Background: an optimization exercise with open tools, aiming at small area, a short achievable clock period and few clock cycles per item. Do not read the settings as production practice. Only simulation tests tie the RTL to the original design; equivalence was not proved.

## rev 12
// sliding_window_frame_detector_unit
module sliding_window_frame_detector_unit (
    input  logic                        clk,
    input  logic                        rst_n,
    input  logic                        in_valid,
    output logic                        in_stall,
    input  logic [7:0]                  rx_byte,
    output logic                        out_valid,
    input  logic                        out_stall,
    output logic                        frame_found,
    output logic [7:0]                  frame_address,
    output logic                        has_word,
    output logic [swfd_pkg::WIDX_W-1:0] word_index,
    output logic [15:0]                 data_word,
    output logic                        last,
    input  logic                        cfg_we,
    input  logic [swfd_pkg::CFG_W-1:0]  cfg_wdata
);
    localparam int HD  = swfd_pkg::HIST_DEPTH;
    localparam int PW  = swfd_pkg::POS_W;
    localparam int CW  = swfd_pkg::CNT_W;
    localparam int WIW = swfd_pkg::WIDX_W;
    logic [swfd_pkg::CFG_W-1:0] word_count_reg;
    logic [CW-1:0]              n_cap;
    assign n_cap = (word_count_reg > 5'(swfd_pkg::MAX_WORDS)) ? CW'(swfd_pkg::MAX_WORDS)
                                                              : CW'(word_count_reg);
    logic          h_v;
    logic [7:0]    h_b;
    logic [CW-1:0] h_n;
    logic          h_zero;           
    logic          h_type;           
    logic          in_stall_reg;
    logic          accept;
    logic          consume_ok;
    logic          consume;
    assign in_stall = in_stall_reg;
    assign accept   = in_valid && !in_stall_reg;
    assign consume  = h_v && consume_ok;
    logic [HD*8-1:0] hist_flat;
    logic [7:0]      hist [HD];
    logic [PW-1:0]   vcnt_reg;       
    logic [3:0]      hz;             
    logic [1:0]      hsz;            
    logic            h_size;         
    logic            scanning;       
    logic            rotating;       
  ...
clock: 6.0 ns
lec_check: 0
abc_clock_period_in_ps: 2500
cap_margin: 20
core_margin: 2
core_utilization: 40
setup_slack_margin: 3.5
slew_margin: 20
run.sh (not shown) runs the stock make flow with config.mk's settings and CLKGATE_MAP_FILE= SYNTH_SCRIPT=/design/flow/synth_recipe.tcl, a recipe that flattens the netlist after the stock synthesis.
Looking at the reports, rev 12 completed the entire flow and the layout it produced met the timing, design-rule and antenna checks.
Testbench counts of rev 12, summed over its fixed seeds: cycles 27,838, bytes 24,469.
Input changes introduced in rev 13 (baseline for comparison: rev 12):
Settings: CTS_CLUSTER_SIZE: unset -> 24; CTS_CLUSTER_DIAMETER: unset -> 120.
Results
- Rev 13: final non-filler cell total lower than rev 12
- From rev 12 to rev 13 the numbers moved as follows: highest achievable clock rate went up about 2.5%; count of nets after finishing went down 29; signal arrival time at the worst endpoint went down 60 ps; sum of routed wire length over all layers went down 2.6%.
- Comparing rev 12 against rev 13, there is no change at all in total setup buffers inserted after CTS.
- Going from rev 12 to rev 13, the final worst setup slack was found to have gone up by 63 ps.

========
## job 8116
sliding_window_frame_detector_unit, a different RTL version from the one above (not shown whole).
Size: ~1400 cells after synthesis, about 51 I/O pins, ~0.020 mm² of cells after synthesis.
// sliding_window_frame_detector_unit
module sliding_window_frame_detector_unit (
    input  logic                        clk,
    input  logic                        rst_n,
    input  logic                        in_valid,
    output logic                        in_stall,
    input  logic [7:0]                  rx_byte,
    output logic                        out_valid,
    input  logic                        out_stall,
    output logic                        frame_found,
    output logic [7:0]                  frame_address,
    output logic                        has_word,
    output logic [swfd_pkg::WIDX_W-1:0] word_index,
    output logic [15:0]                 data_word,
    output logic                        last,
    input  logic                        cfg_we,
    input  logic [swfd_pkg::CFG_W-1:0]  cfg_wdata
);
    localparam int HD  = swfd_pkg::HIST_DEPTH;
    localparam int PW  = swfd_pkg::POS_W;
    localparam int CW  = swfd_pkg::CNT_W;
    localparam int WIW = swfd_pkg::WIDX_W;
    localparam int MW  = swfd_pkg::MAX_WORDS;
    logic [swfd_pkg::CFG_W-1:0] word_count_reg;
    logic [CW-1:0]              n_cap;
    assign n_cap = (word_count_reg > 5'(MW)) ? CW'(MW) : CW'(word_count_reg);
    logic          h_v;
    logic [7:0]    h_b;
    logic [CW-1:0] h_n;
    logic [WIW-1:0] h_m;             
    logic          h_zero;           
  ...
==> flow/config.mk <==
export PLATFORM = sky130hd
export DESIGN_NAME = sliding_window_frame_detector_unit
export DESIGN_NICKNAME = sliding_window_frame_detector_unit
export VERILOG_FILES = /design/flow/design.v
export SDC_FILE = /design/flow/constraint.sdc
export NUM_CORES = 4
export LEC_CHECK = 0
export ABC_CLOCK_PERIOD_IN_PS = 2500
export CAP_MARGIN = 20
export CORE_MARGIN = 2
export CORE_UTILIZATION = 40
export CTS_BUF_LIST = sky130_fd_sc_hd__clkbuf_8 sky130_fd_sc_hd__clkbuf_16
export CTS_CLUSTER_DIAMETER = 120
export CTS_CLUSTER_SIZE = 24
export SETUP_SLACK_MARGIN = 3.5
export SLEW_MARGIN = 20
==> flow/constraint.sdc <==
create_clock -name core_clock -period 6.0 [get_ports {clk}]
set_input_delay 1.2000 -clock core_clock [delete_from_list [all_inputs] [get_ports {clk}]]
set_output_delay 1.2000 -clock core_clock [all_outputs]
set_load 0.01 [all_outputs]
standard.sh (not shown) runs the stock make flow with config.mk's settings and CLKGATE_MAP_FILE= SYNTH_SCRIPT=/design/flow/synth_recipe.tcl, a recipe that flattens the netlist after the stock synthesis.
==> flow/flow/run.sh <==
#!/bin/bash
# The standard layout (standard synthesis included), with plain buffers on the ports
# instead of the delay cells the placer picks by default.
set -euo pipefail
bash standard.sh "BUFFER_PORTS_ARGS=-buffer_cell sky130_fd_sc_hd__buf_4" finish > make_finish.log 2>&1
Testbench counts of job 8116, summed over its fixed seeds: cycles 27,879, bytes 24,469.
Edits applied to the flow inputs when going from job 8116 to job 7570:
# job 8116
export LEC_CHECK = 0
export ABC_CLOCK_PERIOD_IN_PS = 2500
export CAP_MARGIN = 20
export CORE_MARGIN = 2
export CORE_UTILIZATION = 40
export CTS_BUF_LIST = sky130_fd_sc_hd__clkbuf_8 sky130_fd_sc_hd__clkbuf_16
export CTS_CLUSTER_DIAMETER = 120
export CTS_CLUSTER_SIZE = 24
export SETUP_SLACK_MARGIN = 3.5
export SLEW_MARGIN = 20
create_clock -name core_clock -period 6.0 [get_ports {clk}]
# job 7570
export LEC_CHECK = 0
export ABC_AREA = 1
export CAP_MARGIN = 20
export CORE_MARGIN = 2
export CORE_UTILIZATION = 40
export CTS_CLUSTER_DIAMETER = 120
export CTS_CLUSTER_SIZE = 24
export SETUP_SLACK_MARGIN = 3.5
export SLEW_MARGIN = 20
create_clock -name core_clock -period 6.0 [get_ports {clk}]
### Flow results
Compared with job 8116, in job 7570 simple-gate share of the synthesized area now larger; layout-stage area growth over the synthesis result now smaller.
Critical-path cell with the highest stage delay = dfrtp_1: job 8116; critical-path cell with the highest stage delay = dfrtp_2: job 7570
Job 7570 ended up with more standard cells than job 8116.
Synthesized area per cell, job 8116 and job 7570, higher one = job 8116.
Higher starting utilization of the core area was reported by job 8116, not job 7570.
The following lists how job 6603 was set up differently from job 7570:
# job 7570
export LEC_CHECK = 0
export ABC_AREA = 1
export CAP_MARGIN = 20
export CORE_MARGIN = 2
export CORE_UTILIZATION = 40
export CTS_CLUSTER_DIAMETER = 120
export CTS_CLUSTER_SIZE = 24
export SETUP_SLACK_MARGIN = 3.5
export SLEW_MARGIN = 20
create_clock -name core_clock -period 6.0 [get_ports {clk}]
# job 6603
export LEC_CHECK = 0
export ABC_CLOCK_PERIOD_IN_PS = 2500
export CAP_MARGIN = 20
export CORE_MARGIN = 2
export CORE_UTILIZATION = 55
export CTS_CLUSTER_DIAMETER = 120
export CTS_CLUSTER_SIZE = 24
export SETUP_SLACK_MARGIN = 3.5
export SLEW_MARGIN = 20
create_clock -name core_clock -period 6.0 [get_ports {clk}]
Compared with job 7570, non-clock inverter instance count of the final layout in job 6603 decreased by more than half. Initial antenna violation count: job 6603 > job 7570. From job 7570 to job 6603 the numbers moved as follows: final worst slack now sits higher, clock buffer count now sits lower. In the flow results for job 7570 and job 6603, the required time of the critical path is larger on job 6603. In the metrics for job 7570 and job 6603, the one carrying the lower combined buffer and inverter count along the critical path is job 7570.
Relative to job 6603, the following input files were edited for job 7348:
# job 6603
export LEC_CHECK = 0
export ABC_CLOCK_PERIOD_IN_PS = 2500
export CAP_MARGIN = 20
export CORE_MARGIN = 2
export CORE_UTILIZATION = 55
export CTS_CLUSTER_DIAMETER = 120
export CTS_CLUSTER_SIZE = 24
export SETUP_SLACK_MARGIN = 3.5
export SLEW_MARGIN = 20
create_clock -name core_clock -period 6.0 [get_ports {clk}]
# job 7348
export LEC_CHECK = 0
export ABC_CLOCK_PERIOD_IN_PS = 3500
export CAP_MARGIN = 20
export CORE_MARGIN = 2
export CORE_UTILIZATION = 40
export CTS_CLUSTER_DIAMETER = 120
export CTS_CLUSTER_SIZE = 24
export SETUP_SLACK_MARGIN = 3.5
export SLEW_MARGIN = 20
create_clock -name core_clock -period 6.0 [get_ports {clk}]
Notes after the runs:
In job 7348 the delay of the slowest cell on the worst path turned out 0.17 ns lower than in job 6603. The destination of the critical timing path comes out u_hist.mem[29][5]$_DFFE_PN_ in one run and out_valid in the other, namely in job 6603 and job 7348 respectively. Diff job 6603 -> job 7348: final cell count picked up an extra 198; die area grew by 37%; post-synthesis to final-layout area growth rose 0.62 points. Final cell area: job 7348 above job 6603.

==> separate check: timing with driven ports <==
No port has a modelled driver above. Below, the same layouts with a new extraction and two added sets of constraints. Step 1 assumes that a clkbuf_16 drives the clock port and a buf_2 every other input. Step 2, shift: input delay + t, output delay - t, t = (earliest + latest rising clock arrival at the registers) / 2. This alone moves slack from input paths to output paths. Three values: ideal ports, drivers, drivers and shift; two values: the first two.
run	shift t [ns]	setup slack, ns	hold slack, ns
rev 12	0.672	3.461 / 3.404 / 2.936	0.372 / 0.372 / 0.372
rev 13	0.633	3.524 / 3.470 / 3.276	0.422 / 0.422 / 0.422
job 8116	0.626	3.617 / 3.560 / 3.060	0.427 / 0.427 / 0.427
job 7570	0.628	3.550 / 3.492 / 3.056	0.414 / 0.414 / 0.414
job 6603	0.616	3.626 / 3.594 / 3.086	0.416 / 0.416 / 0.416
job 7348	0.629	3.612 / 3.555 / 3.067	0.428 / 0.428 / 0.428
After both steps setup and hold are still met in every run listed. For job 8116, which loses most, drivers alone change the setup slack by -0.057 ns; drivers and shift together by -0.557 ns.
